Context: an optimization exercise on an open-source flow, tuned for small area, a short achievable clock period and few clock cycles. The choices shown serve that exercise and are no tape-out recipe.
At most, simulation tests tie the RTL to the original design; equivalence was not proved.
Power figures rest on the tool's default switching activity, not on a simulated workload.

==> flow/design.v <==
`timescale 1ns/10ps
`default_nettype none
module core_top
(
  input  logic        clk,
  input  logic        rst,
  output logic [31:0] mem_if_addr,
  output logic        mem_if_req,
  input  logic [31:0] mem_if_rdata,
  input  logic        mem_if_ack,
  output logic [31:0] mem_data_addr,
  output logic [15:0] mem_data_wdata,
  output logic        mem_data_we,
  output logic        mem_data_req,
  input  logic [15:0] mem_data_rdata,
  input  logic        mem_data_ack,
  output logic        halted,
  output logic [31:0] current_pc
);
  localparam logic [2:0] C_NOP = 3'd0, C_ALU = 3'd1, C_MOVI = 3'd2, C_LD = 3'd3,
                         C_ST = 3'd4, C_BR = 3'd5, C_HLT = 3'd6;
  function automatic logic [5:0] decode(input logic [7:0] op);
    logic [2:0] c, s;
    c = C_NOP;
    s = 3'd0;
    case (op)
      8'h01: begin c = C_ALU; s = 3'd0; end
      8'h02: begin c = C_ALU; s = 3'd1; end
      8'h03: begin c = C_ALU; s = 3'd2; end
      8'h04: begin c = C_ALU; s = 3'd3; end
      8'h05: begin c = C_ALU; s = 3'd4; end
      8'h10: c = C_MOVI;
      8'h20: c = C_LD;
      8'h21: c = C_ST;
      8'h30: begin c = C_BR; s = 3'd0; end
      8'h31: begin c = C_BR; s = 3'd1; end
      8'h32: begin c = C_BR; s = 3'd2; end
      8'h33: begin c = C_BR; s = 3'd3; end
      8'hff: c = C_HLT;
      default: ;
    endcase
    decode = {c, s};
  endfunction
  function automatic logic taken(input logic [1:0] s, input logic z, input logic v);
    case (s)
      2'd0: taken = z;
      2'd1: taken = !z;
      2'd2: taken = v;
      default: taken = 1'b1;
    endcase
  endfunction
  logic [31:0] fa;         
  logic        freq;       
  logic        fstop;      
  logic        z_q, v_q;
  logic [15:0] rf [16];
  logic        halted_q;
  logic        dv;
  logic        d_alu, d_sub, d_movi, d_ld, d_st, d_br, d_hlt;
  logic [2:0]  dsub;
  logic [3:0]  drd, drs1;
  logic [3:0]  dib;        
  logic [15:0] dimm;
  logic        ev;
  logic [5:0]  eop;
  logic        ecin;       
  logic [3:0]  erd;
  logic [15:0] opa, opb;
  logic        wv;
  logic [3:0]  wrd;
  logic [15:0] wdat;
  logic        dreq, dwe;
  logic [15:0] daddr, dwdata;
  logic [3:0]  ldrd;
  logic        ack, ldp, ldw, dfree;
  assign ack   = freq && mem_if_ack;
  assign ldp   = dreq && !dwe;               
  assign ldw   = ldp && mem_data_ack;        
  assign dfree = !dreq || mem_data_ack;      
  logic [15:0] sum, lres, res;
  logic [16:0] sum17;
  logic        e_alu, v_res, z_res, z_arith, z_logic, park, ex_free;
  assign e_alu   = ev && (eop[3:0] != 4'b0);
  assign sum17   = {opa, 1'b1} + {opb, ecin};
  assign sum     = sum17[16:1];
  assign lres    = ({16{eop[1]}} & (opa & opb)) | ({16{eop[2]}} & (opa | opb)) |
                   ({16{eop[3]}} & (opa ^ opb));
  assign res     = ({16{eop[0]}} & sum) | lres | ({16{eop[4]}} & opb) | ({16{eop[5]}} & opa);
  assign v_res   = eop[0] && (opa[15] == opb[15]) && (sum[15] != opa[15]);
  assign z_arith = ((opa ^ opb) == {opa[14:0] | opb[14:0], ecin});
  assign z_logic = (lres == 16'h0);
  assign z_res   = eop[0] ? z_arith : z_logic;
  assign park    = ev && ldw;
  assign ex_free = !park;
  logic [15:0] ra, rb;
  logic        fa_hit, fb_hit;
  logic        need_a, need_b, writes, haz;
  logic        rd_alu, rd_ld, rd_st, rd_br, rd_hlt, rd_done, rd_free;
  assign fa_hit = wv && (wrd == drs1);
  assign fb_hit = wv && (wrd == dib);
  always_comb begin
    ra = fa_hit ? wdat : 16'h0;
    rb = fb_hit ? wdat : 16'h0;
    for (int i = 0; i < 16; i++) begin
      ra = ra | ((!fa_hit && drs1 == 4'(i)) ? rf[i] : 16'h0);
      rb = rb | ((!fb_hit && dib == 4'(i)) ? rf[i] : 16'h0);
    end
  end
  assign need_a = d_alu;
  assign need_b = d_alu || d_st;
  assign writes = d_alu || d_movi;
  assign haz = (need_a && ((ldp && ldrd == drs1) || (ev && erd == drs1))) ||
               (need_b && ((ldp && ldrd == dib) || (ev && erd == dib))) ||
               (writes && ldp && ldrd == drd);
  assign rd_alu  = dv && writes && !haz && ex_free;
  assign rd_ld   = dv && d_ld && dfree;
  assign rd_st   = dv && d_st && !haz && dfree;
  assign rd_br   = dv && d_br && !e_alu;
  assign rd_hlt  = dv && d_hlt && dfree;
  assign rd_done = rd_alu || rd_ld || rd_st || rd_br;
  assign rd_free = !dv || rd_done;
  logic [31:0] nw;
  logic [2:0]  ncls, nsub;
  logic        nbr_now, nld_now, nhlt_now, nenter, nreplay, ntaken;
  assign nw = mem_if_rdata;
  assign {ncls, nsub} = decode(nw[31:24]);
  assign ntaken   = taken(nsub[1:0], z_q, v_q);
  assign nbr_now  = (ncls == C_BR) && ((!dv && !e_alu) || nsub[1:0] == 2'd3);
  assign nld_now  = (ncls == C_LD) && !dv && dfree;
  assign nhlt_now = (ncls == C_HLT) && !dv && dfree;
  assign nenter   = ack && (ncls != C_NOP) && !nbr_now && !nld_now && !nhlt_now;
  assign nreplay  = nenter && !rd_free;
  logic fstop_n;
  always_comb begin
    fstop_n = fstop;
    if (nenter && !nreplay && (ncls == C_BR || ncls == C_HLT)) fstop_n = 1'b1;
    if (ack && nhlt_now) fstop_n = 1'b1;
    if (rd_br) fstop_n = 1'b0;
  end
  always_ff @(posedge clk) begin
    if (rst) begin
      fa       <= 32'h0;
      freq     <= 1'b1;
      fstop    <= 1'b0;
      dv       <= 1'b0;
      ev       <= 1'b0;
      wv       <= 1'b0;
      dreq     <= 1'b0;
      z_q      <= 1'b0;
      v_q      <= 1'b0;
      halted_q <= 1'b0;
    end else begin
      fstop <= fstop_n;
      if (ack) begin
        if (nbr_now) fa <= ntaken ? {16'h0, nw[15:0]} : fa + 32'd4;
        else if (ncls != C_BR && ncls != C_HLT && !nreplay) fa <= fa + 32'd4;
      end else if (rd_br) begin
        fa <= taken(dsub[1:0], z_q, v_q) ? {16'h0, dimm} : fa + 32'd4;
      end
      if (freq && !mem_if_ack) freq <= 1'b1;
      else freq <= !fstop_n;
      if (rd_done) dv <= 1'b0;
      if (nenter && !nreplay) dv <= 1'b1;
      if (ex_free) ev <= rd_alu;
      if (e_alu) begin
        z_q <= z_res;
        v_q <= v_res;
      end
      wv <= ldw || ev;
      if (dreq && mem_data_ack) dreq <= 1'b0;
      if ((ack && nld_now) || rd_ld || rd_st) dreq <= 1'b1;
      if (dfree) begin
        dwe    <= dv && d_st;
        daddr  <= dv ? dimm : nw[15:0];
        dwdata <= rb;
        ldrd   <= dv ? drd : nw[23:20];
      end
      if (rd_hlt || (ack && nhlt_now)) halted_q <= 1'b1;
    end
  end
  always_ff @(posedge clk) begin
    if (rd_free) begin
      d_alu  <= (ncls == C_ALU);
      d_sub  <= (ncls == C_ALU) && (nsub == 3'd1);
      d_movi <= (ncls == C_MOVI);
      d_ld   <= (ncls == C_LD);
      d_st   <= (ncls == C_ST);
      d_br   <= (ncls == C_BR);
      d_hlt  <= (ncls == C_HLT);
      dsub   <= nsub;
      drd    <= nw[23:20];
      drs1   <= nw[19:16];
      dib    <= nw[29] ? nw[23:20] : nw[15:12];
      dimm   <= nw[15:0];
    end
    if (ex_free) erd <= drd;
    eop  <= !ex_free ? 6'b100000 :
            d_movi   ? 6'b010000 :
            (dsub == 3'd2) ? 6'b000010 :
            (dsub == 3'd3) ? 6'b000100 :
            (dsub == 3'd4) ? 6'b001000 : 6'b000001;
    ecin <= d_sub;
    opa  <= ex_free ? ra : res;
    opb  <= d_movi ? dimm : (d_sub ? ~rb : rb);
    wrd  <= ldw ? ldrd : erd;
    wdat <= ldw ? mem_data_rdata : res;
  end
  always_ff @(posedge clk) begin
    if (wv) rf[wrd] <= wdat;
  end
  assign mem_if_addr    = fa;
  assign mem_if_req     = freq;
  assign mem_data_addr  = {16'h0, daddr};
  assign mem_data_wdata = dwdata;
  assign mem_data_we    = dwe;
  assign mem_data_req   = dreq;
  assign halted         = halted_q;
  assign current_pc     = fa;
endmodule
`default_nettype wire
clock: 5.5 ns
lec_check: 0
cap_margin: 20
core_margin: 2
core_utilization: 40
cts_cluster_diameter: 80
cts_cluster_size: 22
place_density: 0.6
setup_slack_margin: 2.6
slew_margin: 20
standard.sh (not shown) runs the stock make flow with config.mk's settings and CLKGATE_MAP_FILE= SYNTH_SCRIPT=/design/flow/synth_recipe.tcl, a recipe that flattens the netlist after the stock synthesis.
==> flow/flow/run.sh <==
#!/bin/bash
# Standard layout, with plain buffers on the ports instead of the default
# delay cells. Each step's log stays in this folder.
set -euo pipefail
export BUFFER_PORTS_ARGS="-buffer_cell sky130_fd_sc_hd__buf_2"
bash standard.sh synth > synth.log 2>&1
bash standard.sh finish > layout.log 2>&1
The first run finished clean.
Testbench counts at the start, summed over its fixed seeds: cycles 112,029.
Next try:
SETUP_SLACK_MARGIN = 2.2   (was 2.6)
Result: Wire length decreases by 5.2%. Clock power fell by about 7%. Utilization is lower by 2.3 points. Via count goes down by 3.9%. Non-clock buffer count came out lower by 47. Total power goes down by about 3.6%. Fmax came out lower by 10%. First-iteration DRC count is lower by 12%. Sequential share of layout area went up by 2.3 points. Final cell count fell by 2.0%.
Next try:
CTS_CLUSTER_DIAMETER = default   (was 80)
CTS_CLUSTER_SIZE = default   (was 22)
Result:
- first-iteration DRC count is lower by about 0.7%
- final cell count is higher by 1.3%
- sequential share of layout area is lower by 1.4 points
- via count is higher by 1.1%
- worst hold slack loses 6.3 ps
- non-clock buffer count is lower by 4
- clock-buffer cell count is higher by 17
- setup slack gains 7.1 ps
- synthesized area stays the same
- clock power is higher by about 54%
- final area is higher by about 3%


Setup of quartz:
core_top, a different RTL version from the one above (not shown whole).
Size in the first run: roughly 1700 cells after synthesis, about 170 I/O pins, about 0.021 mm² of cells after synthesis.
Settings: LEC_CHECK=0, CAP_MARGIN=20, CORE_MARGIN=2, CORE_UTILIZATION=55, CTS_CLUSTER_DIAMETER=80, CTS_CLUSTER_SIZE=22, PLACE_DENSITY=0.7, SETUP_SLACK_MARGIN=2.6, SLEW_MARGIN=20; clock period 5.5 ns.
Scripts as last shown in full above: flow/flow/run.sh
Testbench counts of quartz, summed over its fixed seeds: cycles 112,029.
Input changes introduced in nickel (baseline for comparison: quartz):
# quartz
export LEC_CHECK = 0
export CAP_MARGIN = 20
export CORE_MARGIN = 2
export CORE_UTILIZATION = 55
export CTS_CLUSTER_DIAMETER = 80
export CTS_CLUSTER_SIZE = 22
export PLACE_DENSITY = 0.7
export SETUP_SLACK_MARGIN = 2.6
export SLEW_MARGIN = 20
create_clock -name core_clock -period 5.5 [get_ports {clk}]
# nickel
export LEC_CHECK = 0
export CAP_MARGIN = 20
export CORE_MARGIN = 2
export CORE_UTILIZATION = 40
export CTS_CLUSTER_DIAMETER = 80
export CTS_CLUSTER_SIZE = 22
export PLACE_DENSITY = 0.6
export SETUP_SLACK_MARGIN = 2.2
export SLEW_MARGIN = 20
create_clock -name core_clock -period 5.5 [get_ports {clk}]
==> comparison <==
- nickel vs quartz, wire length reported by the detailed router went up by about 2%.
- Compared with quartz, overall power in nickel decreased slightly.
- Diff quartz -> nickel | combinational share of power | decrease of 1.4 points
- For the wire length per cell, nickel came in about 2.5% lower than quartz did.
- Taking quartz as the reference point, the proportion of cell area spent on the clock network of nickel rises by 0.19 points.
- Of nickel and quartz, the higher headroom to the max-slew limit belongs to quartz.
- The lower time the final worst path needs with I/O delays and setup came out of quartz.
- Floorplan check, nickel vs quartz: die outline larger in nickel
- The sequential share of layout area in nickel was higher than what quartz gave.
Setup changes, nickel to violet
# nickel
export LEC_CHECK = 0
export CAP_MARGIN = 20
export CORE_MARGIN = 2
export CORE_UTILIZATION = 40
export CTS_CLUSTER_DIAMETER = 80
export CTS_CLUSTER_SIZE = 22
export PLACE_DENSITY = 0.6
export SETUP_SLACK_MARGIN = 2.2
export SLEW_MARGIN = 20
create_clock -name core_clock -period 5.5 [get_ports {clk}]
# violet
export LEC_CHECK = 0
export CAP_MARGIN = 20
export CORE_MARGIN = 2
export CORE_UTILIZATION = 40
export CTS_CLUSTER_DIAMETER = 80
export CTS_CLUSTER_SIZE = 22
export PLACE_DENSITY = 0.6
export SETUP_SLACK_MARGIN = 3.0
export SLEW_MARGIN = 20
create_clock -name core_clock -period 5.5 [get_ports {clk}]
Notes after the runs:
- In violet, the time the final worst path needs with I/O delays and setup came out 0.24 ns below the value in nickel.
- Going from nickel to violet, the cell count along the critical path was found to have gone up by 3.
- Buffers plus inverters on the worst setup path: violet vs nickel up 3


core_top, a different RTL version from the one above (not shown whole).
Size: ~1700 cells after synthesis, ~400 flip-flops, about 170 I/O pins, roughly 22000 um2 of cells after synthesis.
make LEC_CHECK=0 CAP_MARGIN=20 CORE_MARGIN=2 CORE_UTILIZATION=40 CTS_BUF_LIST='sky130_fd_sc_hd__clkbuf_4 sky130_fd_sc_hd__clkbuf_8' PLACE_DENSITY=0.6 SETUP_SLACK_MARGIN=2.0 SLEW_MARGIN=20 finish   # period 5.5 ns
run.sh (not shown) runs the stock make flow with config.mk's settings and CLKGATE_MAP_FILE= SYNTH_SCRIPT=/design/flow/synth_recipe.tcl, a recipe that flattens the netlist after the stock synthesis.
Stock flow here: none of the scripts above is used.
Testbench counts at the start, summed over its fixed seeds: cycles 111,108.
==> next run, changes <==
- CTS_BUF_LIST: sky130_fd_sc_hd__clkbuf_4 sky130_fd_sc_hd__clkbuf_8 -> default
Result: Die area is unchanged; setup slack loses 0.036 ns; clock skew drops by 0.025 ns.


RTL: one of the versions met above, not the one the previous note started from.
Size: ~1,700 cells after synthesis, ~440 flip-flops, about 170 I/O pins, about 0.021 mm² of cells after synthesis.
==> flow/config.mk <==
export PLATFORM = sky130hd
export DESIGN_NAME = core_top
export DESIGN_NICKNAME = core_top
export VERILOG_FILES = /design/flow/design.v
export SDC_FILE = /design/flow/constraint.sdc
export NUM_CORES = 4
export LEC_CHECK = 0
export CAP_MARGIN = 20
export CORE_MARGIN = 2
export CORE_UTILIZATION = 40
export CTS_CLUSTER_DIAMETER = 80
export CTS_CLUSTER_SIZE = 22
export PLACE_DENSITY = 0.6
export SETUP_SLACK_MARGIN = 2.75
export SLEW_MARGIN = 20
==> flow/constraint.sdc <==
create_clock -name core_clock -period 5.5 [get_ports {clk}]
set_input_delay 1.1000 -clock core_clock [delete_from_list [all_inputs] [get_ports {clk}]]
set_output_delay 1.1000 -clock core_clock [all_outputs]
set_load 0.01 [all_outputs]
standard.sh (not shown) runs the stock make flow with config.mk's settings and CLKGATE_MAP_FILE= SYNTH_SCRIPT=/design/flow/synth_recipe.tcl, a recipe that flattens the netlist after the stock synthesis.
Scripts as last shown in full above: flow/flow/run.sh
Testbench counts at the start, summed over its fixed seeds: cycles 112,029.
Next try:
- SETUP_SLACK_MARGIN: 2.75 -> 2.6
Effect: The changed run completed without violations; wire length decreases by 1.0%; power came out lower by 0.61%; synthesized cell count stays the same; clock power stays flat; hold slack stays flat; non-clock buffer count decreases by 6; combinational power went down by about 4%; cell area falls by 1.5%; via count shrinks by 0.95%; area after synthesis does not change.


Another version of the RTL of core_top (not shown whole).
Size in the first run: roughly 1700 cells after synthesis, about 21000 µm² of cells after synthesis.
clock: 5.5 ns
lec_check: 0
cap_margin: 20
core_margin: 2
core_utilization: 40
place_density: 0.6
slew_margin: 20
run.sh (not shown) runs the stock make flow with config.mk's settings and CLKGATE_MAP_FILE= SYNTH_SCRIPT=/design/flow/synth_recipe.tcl, a recipe that flattens the netlist after the stock synthesis.
Stock flow here: none of the scripts above is used.
==> next run, changes <==
- SETUP_SLACK_MARGIN: unset -> 2.0
Effect:
- The new run passed the timing, design-rule and antenna checks
- design area grows by a few percent
- die area is unchanged
- non-clock buffer count grows by 34
- via count grows slightly
- worst setup slack is better by 0.60 ns
- global-route usage shrinks by 0.22 points
Function was not checked in any run of this note: the RTL went through the layout flow alone.

==> afterwards: timing with drivers on the ports <==
The results above use ideal ports. As a check the final layouts listed here were re-extracted and re-timed, cells and wires unchanged. Step 1 (the two cells are an assumption about what drives the block):
set clk [get_ports {clk}]
set_driving_cell -lib_cell sky130_fd_sc_hd__clkbuf_16 $clk
set_driving_cell -lib_cell sky130_fd_sc_hd__buf_2 [delete_from_list [all_inputs] $clk]
Step 2 moves the port delays by t, midway between the first and last clock arrival at a register: inputs arrive t later, outputs are due t later. That takes back most of the time a late clock gives input paths. Slacks: ideal ports / drivers / drivers and shift; pairs: ideal ports / drivers.
run	t, ns	setup WS [ns]	hold slack, ns	pins driven straight from the clock port
the first run of note 1	0.661	2.546 / 2.546 / 2.023	0.519 / 0.519 / 0.519	1
the second run of note 1	0.651	2.204 / 2.204 / 1.711	0.517 / 0.517 / 0.517	1
the third run of note 1	0.659	2.211 / 2.211 / 1.709	0.510 / 0.510 / 0.510	1
quartz	0.642	2.564 / 2.564 / 1.993	0.480 / 0.480 / 0.480	1
nickel	0.638	2.342 / 2.342 / 1.752	0.510 / 0.510 / 0.510	1
violet	0.631	2.581 / 2.604 / 1.972	0.500 / 0.500 / 0.500	1
the first run of note 3	0.707	2.106 / 2.144 / 1.437	0.502 / 0.502 / 0.502	1
the second run of note 3	0.655	2.070 / 2.106 / 1.451	0.504 / 0.504 / 0.504	1
the first run of note 4	0.651	2.634 / 2.651 / 2.000	0.497 / 0.497 / 0.497	1
the second run of note 4	0.645	2.656 / 2.671 / 2.026	0.499 / 0.499 / 0.499	1
the first run of note 5	0.634	1.461 / 1.497 / 0.863	0.482 / 0.482 / 0.482	1
the second run of note 5	0.630	2.060 / 2.093 / 1.463	0.484 / 0.484 / 0.484	1
After both steps every run listed still meets setup and hold. For the first run of note 3, which loses most, drivers alone change the setup slack by +0.038 ns; drivers and shift together by -0.669 ns.
